From an optimization exercise on the open Yosys and OpenROAD flow, aimed at small area, a short achievable clock period and few clock cycles per item; shortcuts taken in it are not production practice. No functional check of the RTL was part of any run shown here. No activity file was given, so power comes from the tool's default toggle rates.

[flow/run.sh]
#!/bin/bash
# synth_recipe.tcl (not shown) runs the flow's synth.tcl, then flattens the netlist and writes it again
# the make line also repeats each setting of config.mk as NAME=value (left out here)
make -C /OpenROAD-flow-scripts/flow DESIGN_CONFIG=/design/flow/config.mk WORK_HOME=/design/flow/orfs CLKGATE_MAP_FILE= SYNTH_SCRIPT=/design/flow/synth_recipe.tcl finish
[flow/config.mk]
export PLATFORM = sky130hd
export DESIGN_NAME = one_shot_timer_queue_top
export DESIGN_NICKNAME = one_shot_timer_queue_top
export VERILOG_FILES = /design/flow/design.v
export SDC_FILE = /design/flow/constraint.sdc
export NUM_CORES = 4
export LEC_CHECK = 0
export CAP_MARGIN = 30
export CORE_MARGIN = 2
export CORE_UTILIZATION = 40
export SETUP_SLACK_MARGIN = 5
export SLEW_MARGIN = 20
[flow/constraint.sdc]
create_clock -name core_clock -period 10.0 [get_ports {clk}]
set_input_delay 2.0000 -clock core_clock [delete_from_list [all_inputs] [get_ports {clk}]]
set_output_delay 2.0000 -clock core_clock [all_outputs]
set_load 0.01 [all_outputs]
[flow/design.v]
package otq_pkg;
    localparam int NUM_TIMERS = 16;
    localparam int ID_WIDTH   = 16;
    localparam int DLY_WIDTH  = 16;
    localparam logic [1:0] ACT_ADD    = 2'd0;
    localparam logic [1:0] ACT_CANCEL = 2'd1;
    localparam logic [1:0] ACT_TICK   = 2'd2;
    localparam logic [2:0] KIND_ADDED     = 3'd0;
    localparam logic [2:0] KIND_FULL      = 3'd1;
    localparam logic [2:0] KIND_CANCELLED = 3'd2;
    localparam logic [2:0] KIND_NOTFOUND  = 3'd3;
    localparam logic [2:0] KIND_EXPIRED   = 3'd4;
endpackage
module one_shot_timer_queue_top (
    input  logic          clk,
    input  logic          rst_n,
    input  logic          start,
    output logic          busy,
    input  logic [33:0]   req,
    output logic          result_valid,
    output logic [19:0]   rsp
);
    localparam int N = otq_pkg::NUM_TIMERS;
    logic        rv_reg;
    logic [1:0]  ract_reg;
    logic [15:0] rdly_reg;
    logic [15:0] rcid_reg;
    logic        busy_reg;
    logic        drn_reg;           
    logic [15:0] nx_reg;            
    logic [15:0] nid_reg;           
    logic        res_reg;
    logic [19:0] rsp_reg;
    logic [N-1:0] valid_reg;
    logic [N-1:0] z_reg;
    logic [N-1:0] dn_reg;           
    logic [15:0]  exp_reg [N];
    logic [15:0]  id_reg  [N];
    logic [N-1:0] q_reg   [N];      
    logic [N-1:0] r_reg;            
    assign busy         = busy_reg;
    assign result_valid = res_reg;
    assign rsp          = rsp_reg;
    logic exec, do_add, do_cancel, do_tick, do_exp;
    assign exec      = rv_reg & ~drn_reg;
    assign do_add    = exec & (ract_reg == otq_pkg::ACT_ADD);
    assign do_cancel = exec & (ract_reg == otq_pkg::ACT_CANCEL);
    assign do_tick   = exec & (ract_reg == otq_pkg::ACT_TICK);
    assign do_exp    = do_tick | drn_reg;
    logic [15:0]  key;
    logic [N-1:0] id_eq, id_lt;
    assign key = (ract_reg == otq_pkg::ACT_ADD) ? nid_reg : rcid_reg;
    logic [N-1:0] free, fs;
    logic         full;
    assign free = ~valid_reg;
    assign full = ~|free;
    logic [N-1:0] cm, cs;
    logic         found;
    assign cm    = valid_reg & id_eq;
    assign found = |cm;
    always_comb
    begin
        for (int i = 0; i < N; i++)
        begin
            fs[i] = free[i];
            cs[i] = cm[i];
            for (int k = 0; k < i; k++)
            begin
                if (free[k]) fs[i] = 1'b0;
                if (cm[k])   cs[i] = 1'b0;
            end
        end
    end
    logic [N-1:0] due, win;
    logic         any_due, more;
    logic [15:0]  win_id;
    assign due     = dn_reg & valid_reg;
    assign any_due = |due;
    always_comb
    begin
        for (int i = 0; i < N; i++)
        begin
            win[i] = due[i];
            for (int j = 0; j < N; j++)
            begin
                if (j < i && due[j] && q_reg[j][i])  win[i] = 1'b0;
                if (j > i && due[j] && !q_reg[i][j]) win[i] = 1'b0;
            end
        end
    end
    always_comb
    begin
        logic seen;
        seen = 1'b0;
        more = 1'b0;
        for (int i = 0; i < N; i++)
        begin
            if (due[i] && seen) more = 1'b1;
            if (due[i])         seen = 1'b1;
        end
    end
    always_comb
    begin
        win_id = '0;
        for (int i = 0; i < N; i++)
            win_id = win_id | ({16{win[i]}} & id_reg[i]);
    end
    logic [15:0] new_exp;
    logic        new_z, new_dn;
    assign new_exp = nx_reg + rdly_reg - 16'd1;
    assign new_z   = (rdly_reg == 16'd0);
    assign new_dn  = (rdly_reg[15:1] == 15'd0);
    logic [N-1:0] wr;              
    logic [N-1:0] clr;             
    assign wr  = do_add ? fs : '0;
    assign clr = (do_cancel ? cs : '0) | (do_exp ? win : '0);
    logic nid_inc, nid_max;
    assign nid_inc = do_add & ~full;
    assign nid_max = (nid_reg == 16'hFFFF);
    logic        dn_upd;
    logic [15:0] dn_time;
    assign dn_upd  = do_exp & ~more;
    assign dn_time = drn_reg ? nx_reg : nx_reg + 16'd1;
    logic [N-1:0] nb_hi, nb_lo;
    always_comb
    begin
        for (int k = 0; k < N; k++)
        begin
            nb_hi[k] = (new_z & ~z_reg[k]) | ((new_z == z_reg[k]) & (id_lt[k] | id_eq[k]));
            nb_lo[k] = (new_z & ~z_reg[k]) | ((new_z == z_reg[k]) & id_lt[k]);
        end
    end
    for (genvar i = 0; i < N; i++)
    begin : g_slot
        assign id_eq[i] = (key == id_reg[i]);
        assign id_lt[i] = r_reg[i] & ~id_eq[i];
        always_ff @(posedge clk)
        begin
            if (wr[i])
                r_reg[i] <= nid_max;
            else if (nid_inc)
                r_reg[i] <= nid_max | id_lt[i];
        end
        always_ff @(posedge clk or negedge rst_n)
        begin
            if (!rst_n)
                valid_reg[i] <= 1'b0;
            else if (wr[i])
                valid_reg[i] <= 1'b1;
            else if (clr[i])
                valid_reg[i] <= 1'b0;
        end
        always_ff @(posedge clk)
        begin
            if (wr[i])
            begin
                exp_reg[i] <= new_exp;
                id_reg[i]  <= nid_reg;
                z_reg[i]   <= new_z;
            end
            if (wr[i])
                dn_reg[i] <= new_dn;
            else if (dn_upd)
                dn_reg[i] <= (exp_reg[i] == dn_time);
        end
        for (genvar j = i + 1; j < N; j++)
        begin : g_pair
            always_ff @(posedge clk)
            begin
                if (wr[i])
                    q_reg[i][j] <= nb_hi[j];
                else if (wr[j])
                    q_reg[i][j] <= ~nb_lo[i];
            end
        end
    end
    logic drn_next, rv_next;
    assign drn_next = do_exp & more;
    assign rv_next  = busy_reg ? rv_reg : start;
    always_ff @(posedge clk or negedge rst_n)
    begin
        if (!rst_n)
        begin
            rv_reg   <= 1'b0;
            busy_reg <= 1'b0;
            drn_reg  <= 1'b0;
            nx_reg   <= 16'd1;
            nid_reg  <= 16'd0;
            res_reg  <= 1'b0;
        end
        else
        begin
            rv_reg   <= rv_next;
            busy_reg <= drn_next & rv_next;
            drn_reg  <= drn_next;
            if (do_tick)
                nx_reg <= nx_reg + 16'd1;
            if (nid_inc)
                nid_reg <= nid_reg + 16'd1;
            res_reg  <= do_add | do_cancel | (do_exp & any_due);
        end
    end
    always_ff @(posedge clk)
    begin
        if (!busy_reg)
        begin
            ract_reg <= req[33:32];
            rdly_reg <= req[31:16];
            rcid_reg <= req[15:0];
        end
    end
    always_ff @(posedge clk)
    begin
        if (drn_reg || ract_reg == otq_pkg::ACT_TICK)
            rsp_reg <= {otq_pkg::KIND_EXPIRED, win_id, ~more};
        else if (ract_reg == otq_pkg::ACT_ADD)
            rsp_reg <= full ? {otq_pkg::KIND_FULL, 16'd0, 1'b1}
                            : {otq_pkg::KIND_ADDED, nid_reg, 1'b1};
        else
            rsp_reg <= {found ? otq_pkg::KIND_CANCELLED : otq_pkg::KIND_NOTFOUND,
                        rcid_reg, 1'b1};
    end
endmodule
==> results.txt, run 1 <==
Timing
At the pin with the least slew margin, the transition time is 1137 ps. Between clock sinks in the finished design, the worst skew comes to 67.60 ps. The upper clock frequency limit is 0.1975 GHz. The post-route fraction of the period consumed by the critical path is 0.5064. On the final layout, the worst hold slack is 528.0 ps. The final-layout setup total negative slack is 0 ps. The minimum period implied by the final worst setup slack is 5064 ps. Setup repair after global routing left no endpoint under its margin.

Setup violations remaining at the end of the flow were counted as 0. The count of final max-slew check failures came to 0. The number of failing hold endpoints at the final stage is 0. The relative slew slack is 0.2409.

Worst setup path
STA classifies the critical path endpoint as a flop. At the worst endpoint, the arrival time is 5590 ps. In this run the critical register-to-register path is launched from ract_reg[1]$_DFFE_PN_.

The critical path goes through or2_4 -> buf_4 -> buf_6 -> mux2i_4 -> xnor2_1 -> nor3_1 -> nand2_1 -> a311o_1 -> o21ai_0. The critical path runs through a total of 9 cells. The worst setup path is launched from a flop. For the worst flop-to-flop path, the logic depth is 9. The category of the most critical setup path is reg -> reg.

The reg-to-reg endpoint is q_reg[12][13]$_DFFE_PP_. Data on the critical path is required at its endpoint by 10530 ps. Tracing the worst setup path back leads to its startpoint at ract_reg[1]$_DFFE_PN_. In this run the register-to-register setup slack is 4940 ps. The termination of the worst setup path is q_reg[12][13]$_DFFE_PP_. The largest delay contributor family on the critical path is simple AND/OR/NAND/NOR gates. The number of buffers and inverters on the critical path is 2.

For this run, the slowest stage of the critical path takes 760 ps. The critical path's slowest cell is mux2i_4. The largest fanout on the critical path is 54.

Finish
At the end of the flow the core is filled with cells to 0.4618. The net count of the finished layout is 3583. For this run, the number of standard cells in the final layout without fillers is 4871.

In the final layout, the share of cells above drive strength 1 is 0.1067. The relative area change from synthesis to final layout is 14.64%.

Clock network
The clock-pin slew reported for the worst setup and hold paths after clock tree synthesis is 60 ps. The worst-skew pair later-pin latency is 720 ps. The root buffer cell chosen for the clock tree is clkbuf_16. The deepest level of the CTS H-tree is 3. The hold-fix buffer count after cts is 0. The number of buffers added for setup after CTS is 0.

The number of buffers on the longest clock path is 3. The CTS sink count is 786. After clock tree synthesis, the repair step resized 0 gates. TritonCTS built the clock tree. The clock buffer count from CTS is 89.

Floorplanning
The number of placement rows is 116. The floorplan step set the die width to 321.3 µm. During I/O placement, the number of pins put on the boundary was 59. Measured along the y axis, the die boundary spans 321.3 µm. The core region is 0.1000 mm².

The starting density of the core is 0.4028. The area of the die is 0.1033 mm².

Global routing
Entering global routing, the biggest net connects 55 pins. The total grt overflow is 0. The number of antenna violations at the first check in global routing is 10. The first global-routing pass estimated 245200 µm of wire. In the global route stage, overall resource usage came out at 0.3420. The number of global-route vias before repair was 30140.

Drt
The first-iteration detailed-routing DRC count is 6068. After detailed routing, the number of vias per cell comes to 6.663. The overall via count from detail_route is 32460. The remaining routing DRC violations is 0. The number of nets still failing antenna checks after routing is 0.

The iteration count of the initial detailed-routing pass is 9. The final routed wirelength across all metal layers is 178700 µm. In the final routed layout, each cell accounts on average for 36.68 µm.

Pwr
For this design the static power due to leakage is 16.15 nW. The overall power of the completed layout is 9.791 mW. The proportion of power drawn by the clock network is 0.352. The switching power is 3.146 mW. IR analysis of the VDD net gives a maximum drop of 178.3 µV. The switching share of total power is 0.3213. Of the total power, combinational logic draws 0.227.

Dividing total power by cell area gives a power density of 212.0 mW/mm². The register share of total power is 0.421. The design internal power is 6.645 mW.

Placement
The global placement routability congestion is 1.036. The instance count after placement with tap cells included is 4700. The placed wire-length estimate after detailed placement is 123500 µm. The number of port buffers is 58.

Logic synthesis
The post-synth design cell area is 0.04028 mm². The sequential area share after synthesis is 0.5745. The synthesized design contains 786 register bits. The share of flip-flops with an asynchronous set or reset after synthesis is 0.06616. The count of yosys warnings during synthesis is 4. Synthesis handed over a netlist of 3417 instances. For this run, the leading register cell type out of synthesis is edfxtp_1. The biggest area consumer among synthesized cells is edfxtp_1.

By area the synthesized netlist is led by edfxtp_1 (53%), xnor2_1 (6.0%), xor2_1 (5.4%). The count of flip-flops with a built-in enable after synthesis is 714. The most common cell in the netlist is edfxtp_1.

A synthesized cell averages 11.79 µm². By count the netlist is led by edfxtp_1 (714), xnor2_1 (278), nand2_1 (276). The number of unique standard cell types used by synthesis is 95. The top cell type's share of synthesized area is 0.5322. The number of nets produced by synthesis is 3502.

Run status
The run finished with no timing, DRC or antenna violations.

Job
Across the run, the number of max-cap violations was 0.

Worst hold path
The startpoint identified for the worst hold timing path is nx_reg[8]$_DFFE_PN0P_. In this run the worst hold path is classified as reg -> reg.
==> power by group through the flow <==
stage | Clock [mW] | Combinational (mW) | Sequential (mW)
final | 3.45 | 2.22 | 4.12
after global routing | 3.61 | 2.31 | 4.13
after CTS | 3.48 | 2.13 | 4.11
after detailed placement | 0 | 2.12 | 4.18
after global placement | 0 | 2.11 | 4.18
after floorplan | 0 | 1.15 | 4.14
==> per-layer routing <==
metal / part of all wire / global-route usage / vias to the layer above
li1: - / - / 13100
met4: 0.060 / 0.1714 / 4
met5: 0.00016 / 0 / -
met2: 0.41 / 0.4829 / 2606
met3: 0.13 / 0.09527 / 603
met1: 0.40 / 0.4799 / 16150
==> area by class of cell <==
class | count | area [µm²]
Antenna cell | 2 | 5.005
Tap cell | 1298 | 1624
Timing Repair Buffer | 195 | 1764
Fill cell | 9094 | 53820
Inverter | 185 | 694.4
Clock inverter | 41 | 596.8
Multi-Input combinational cell | 2241 | 15890
Clock buffer | 123 | 2466
Sequential cell | 786 | 23140
==> through the flow <==
| stage | setup slack, ps | instance area [µm²] |
|---|---|---|
| 5_1_grt | 5017 | 46180 |
| 3_5_place_dp | 5102 | 43050 |
| 2_1_floorplan | 6451 | 40280 |
| 4_1_cts | 5063 | 46110 |
| 3_3_place_gp | 5226 | 42800 |
| 6_report | 4936 | 46180 |
==> worst reg2reg max path: cells and delay by family (launching register included) <==
kind	cells	cell delay (ps)
compound gates	2	610
xor+xnor	1	150
buf+inv	2	1100
flops	1	670
mux	1	790
simple gates	3	1570
==> how the worst min path moves through the flow <==
stage / end / cells after the start
2_1_floorplan: nx_reg[8]$_DFFE_PN0P_ / 1
3_3_place_gp: nx_reg[8]$_DFFE_PN0P_ / 1
3_5_place_dp: nx_reg[8]$_DFFE_PN0P_ / 1
4_1_cts: nx_reg[8]$_DFFE_PN0P_ / 1
5_1_grt: nx_reg[8]$_DFFE_PN0P_ / 1
6_report: nx_reg[8]$_DFFE_PN0P_ / 1
==> cell usage in the layout, fill, tap and decap left out, types with 35 or more instances in the layout <==
cell type and count:
a22o_1 35, inv_1 160, clkdlybuf4s50_1 57, o22ai_1 106, a22oi_1 107, buf_4 120, nand4_1 81, xnor2_1 259
a221oi_1 51, a21oi_1 92, clkbuf_16 90, nor4_1 57, xor2_1 246, o21ai_0 177, nor2_1 93, dfrtp_1 51
nand2_1 276, nand2b_1 49, edfxtp_1 714, nand3_1 58, ha_1 47
==> cells by family (layout without fill, tap and decap cells) <==
group	count (synthesis)	count (layout)	synth area share
compound gates	861	861	0.1504
xor+xnor	527	527	0.1148
fa+ha+maj	49	49	0.01534
buf+inv	390	544	0.03923
flops	786	786	0.5745
mux	14	14	0.005529
other cells	0	2	0
simple gates	790	790	0.1003
==> inputs of run 2 (changes only) <==
--- a/flow/config.mk
+++ b/flow/config.mk
@@ -8,5 +8,5 @@
 export CAP_MARGIN = 30
 export CORE_MARGIN = 2
 export CORE_UTILIZATION = 40
-export SETUP_SLACK_MARGIN = 5
+export SETUP_SLACK_MARGIN = 0
 export SLEW_MARGIN = 20
==> results.txt, run 2 <==
Run status
The run finished with no timing, DRC or antenna violations.

Finish
The register cell area after layout is 0.02314 mm² (unchanged). The top cell types in the final layout, fill and taps aside, are edfxtp_1 (714), nand2_1 (276), xnor2_1 (259). The net count of the finished layout is 3583 (unchanged). The number of fill cells is 9091 (-0.033%). The library cell used most frequently in the layout, excluding fill and tap cells, is edfxtp_1. The layout cell share with drive strength beyond 1 is 0.1067 (unchanged). The area of the multi-input gates is 0.01589 mm² (unchanged). The relative area change from synthesis to final layout is 14.63% (about the same).

Logic synthesis
Sorting the synthesized cells by area gives the leading types as edfxtp_1 (53%), xnor2_1 (6.0%), xor2_1 (5.4%). The most common cell in the netlist is edfxtp_1. The top cell type's share of synthesized area came to 0.5322 (unchanged). The most frequently used flop master after synthesis is edfxtp_1. The number of nets produced by synthesis is 3502 (unchanged).

The count of flip-flops with a built-in enable after synthesis was 714 (unchanged). The sequential area share after synthesis is 0.5745 (unchanged). The number of instances in the synthesized netlist was 3417 (unchanged). The number of unique standard cell types used by synthesis is 95 (unchanged). The post-synth design cell area was 0.04028 mm² (unchanged). In the synthesized netlist, the cells that appear most often are edfxtp_1 (714), xnor2_1 (278), nand2_1 (276). The share of flip-flops with an asynchronous set or reset after synthesis is 0.06616 (unchanged).

The mean post-synth cell area is 11.79 µm² (unchanged). The count of yosys warnings during synthesis is 4 (unchanged). The number of flip-flops and latches in the synthesized netlist is 786 (unchanged). Summed over all instances, the cell type with the most area after synthesis is edfxtp_1.

Timing
The number of failing hold endpoints at the final stage came to 0 (unchanged). The minimum period implied by the final worst setup slack is 5290 ps (+226.8 ps). The upper clock frequency limit is 0.1890 GHz (-4.3%). Setup repair after global routing left no endpoint under its margin. The count of final max-slew check failures came to 0 (unchanged). The post-route fraction of the period consumed by the critical path was 0.5290 (+0.02268).

The final-report setup violation count came to 0 (unchanged). The final-layout setup total negative slack was 0 ps (unchanged). The tightest hold margin is 528.0 ps (+0.005000 ps).

The relative slew slack is 0.2413 (+0.0004050). The actual transition at the worst max-transition pin is 1138 ps (+0.6443 ps). The worst clock skew is 62.06 ps (-5.541 ps).

Job
The count of max-cap constraint violations is 0 (unchanged).

Floorplanning
The height of the chip came to 321.3 µm (unchanged). The number of placement rows is 116 (unchanged). The count of pins on the block boundary is 59 (unchanged).

The area of the core is 0.1000 mm² (unchanged). The width of the die is 321.3 µm (unchanged). The area of the die is 0.1033 mm² (unchanged). The starting density of the core came to 0.4028 (unchanged).

Pwr
The switching share of total power was 0.3221 (+0.0008643). The leakage power figure is 16.15 nW (about the same). The part of the power in combinational logic was 0.227 (about the same). The power density relative to cell area was 212.3 mW/mm² (+0.13%). The proportion of power drawn by the clock network is 0.352 (about the same). The register share of total power is 0.420 (about the same). The design internal power came to 6.645 mW (about the same).

The largest vdd supply drop came to 178.2 µV (about the same). The switching power came to 3.158 mW (+0.40%).

Worst setup path
The largest fanout on the critical path came to 54 (unchanged). The required time at the worst-slack endpoint is 10520 ps (about the same). The largest individual stage delay along the critical path comes from the cell mux2i_4.

By instance count, the cell type seen most on the critical path is buf_4. The kind of end point of the critical path is a flop. The maximum single-stage delay on the critical path is 780 ps (+20 ps).

The launching element type of the critical path is a flop. The worst setup path is of the reg -> reg kind. On the critical path the largest part of the delay comes from simple AND/OR/NAND/NOR gates. The number of buffers and inverters on the critical path is 2 (unchanged).

The data arrival time of the critical path is 5810 ps (+220 ps). The signal on the critical path passes through or2_4 -> buf_4 -> buf_4 -> mux2i_4 -> xnor2_1 -> nor3_1 -> nand2_1 -> a311o_1 -> o21ai_0.

Clock network
The hold-fix buffer count after cts was 0 (unchanged). The number of buffers added for setup after CTS came to 0 (unchanged). The clock tree from TritonCTS is yes. The total of cells resized after clock tree synthesis is 0 (unchanged). The CTS sink count is 786 (unchanged). The number of buffers on the longest clock path was 3 (unchanged).

The clock buffer count from CTS came to 89 (unchanged). The tree is rooted in a clkbuf_16. The deepest level of the CTS H-tree was 3 (unchanged).

The clock-pin slew reported for the worst setup and hold paths after clock tree synthesis is 60 ps (about the same). The worst-skew pair later-pin latency is 720 ps (about the same).

Placement
The number of port buffers is 58 (unchanged). The global placement routability congestion is 1.036 (unchanged). The placed wire-length estimate after detailed placement is 123500 µm (unchanged).

Global routing
The total grt overflow came to 0 (unchanged). The number of antenna violations at the first check in global routing is 10 (unchanged). The number of global-route vias before repair is 30140 (unchanged). The maximum number of pins on one net before global-route repair came to 55 (unchanged). The overall track demand over capacity in global routing is 0.3420 (unchanged). The wire length of the first global-routing pass is 245200 µm (unchanged).

Drt
The overall via count from detail_route is 32420 (-0.10%). The per-cell via count in the routed design is 6.656 (-0.10%). The remaining routing DRC violations is 0 (unchanged). The first-iteration detailed-routing DRC count is 6010 (-0.96%).

The number of nets still failing antenna checks after routing is 0 (unchanged). The final routed wirelength across all metal layers was 179100 µm (+0.23%). The iteration count of the initial detailed-routing pass came to 6 (-3). The average wire per standard cell was 36.77 µm (+0.23%).

Worst hold path
The min-delay analysis places its worst path in the category reg -> reg.
run 2: cell counts after synthesis:
No cell type changed its count.
run 2: cell type report:
| type | instances | area share |
|---|---|---|
| Clock inverter | 41 | 0.01292 |
| Tap cell | 1298 | 0.03517 |
| Inverter | 185 | 0.01504 |
| Multi-Input combinational cell | 2241 | 0.3441 |
| Antenna cell | 2 | 0.0001084 |
| Clock buffer | 123 | 0.05340 |
| Sequential cell | 786 | 0.5012 |
| Timing Repair Buffer | 195 | 0.03812 |
run 2: cells by family (layout without fill, tap and decap cells):
logic type | after synthesis | in the layout | synth area share
xor+xnor | 527 | 527 | 0.1148
flops | 786 | 786 | 0.5745
compound gates | 861 | 861 | 0.1504
other cells | 0 | 2 | 0
mux | 14 | 14 | 0.005529
fa+ha+maj | 49 | 49 | 0.01534
simple gates | 790 | 790 | 0.1003
buf+inv | 390 | 544 | 0.03923
run 2: final timing paths:
check                                           start                   endpoint  slack [ps]  cells past startpoint
max in group asynchronous                       rst_n  valid_reg[13]$_DFFE_PN0P_        7870                      2
worst min-delay path            nx_reg[8]$_DFFE_PN0P_      nx_reg[8]$_DFFE_PN0P_         530                      1
worst min register to register  nx_reg[8]$_DFFE_PN0P_      nx_reg[8]$_DFFE_PN0P_         530                      1
worst max-delay path            ract_reg[1]$_DFFE_PN_    q_reg[12][13]$_DFFE_PP_        4710                      9
min in group asynchronous                       rst_n     nid_reg[6]$_DFFE_PN0P_        1440                      2
worst max register to register  ract_reg[1]$_DFFE_PN_    q_reg[12][13]$_DFFE_PP_        4710                      9
run 2: metrics by stage:
stage / setup WS, ps / util / total power [mW] / std cells / cell area (µm²)
floorplan: 6451 / - / 5.282 / 3417 / 40280
global placement: 5226 / 0.4280 / 6.289 / 4685 / 42800
detailed placement: 5102 / 0.4304 / 6.305 / 4700 / 43050
CTS: 5063 / 0.4611 / 9.729 / 4864 / 46110
global route: 4807 / 0.4617 / 10.04 / 4869 / 46170
finish: 4710 / 0.4618 / 9.803 / 4871 / 46180
run 2: layer usage:
metal | vias up | wire length, µm | global-route usage | part of all wire
met5 | - | 28 | 0 | 0.00016
met4 | 4 | 10580 | 0.1714 | 0.059
met3 | 579 | 23840 | 0.09527 | 0.13
met2 | 2587 | 73220 | 0.4829 | 0.41
met1 | 16160 | 71420 | 0.4799 | 0.40
li1 | 13090 | - | - | -
run 2: power by group through the flow:
stage                     Combinational (mW)  Sequential [mW]  Clock (mW)
final                                   2.23             4.12        3.45
after global routing                    2.31             4.13        3.61
after CTS                               2.13             4.11        3.48
after detailed placement                2.12             4.18           0
after global placement                  2.11             4.18           0
after floorplan                         1.15             4.14           0

[what the ideal ports hide]
The results above use ideal ports. As a check the final layouts listed here were re-extracted and re-timed, cells and wires unchanged.
Step 1: set_driving_cell puts a clkbuf_16 on clk and a buf_2 on each other input, an assumption about the parent block.
Step 2 also shifts input and output timing later by t, the mid clock arrival at the registers, as if the neighbouring blocks saw the same clock.
Slacks: no drivers / after step 1 / after step 2; pairs: no drivers / after step 1.
run	t, ns	slack for setup (ns)	worst register clock-pin slew, ns	cell pins on the clock port's net
run 1	0.764	4.936 / 4.936 / 4.936	0.07 / 0.07	1
run 2	0.764	4.710 / 4.710 / 4.710	0.07 / 0.07	1
After both steps setup and hold are still met in every run listed.
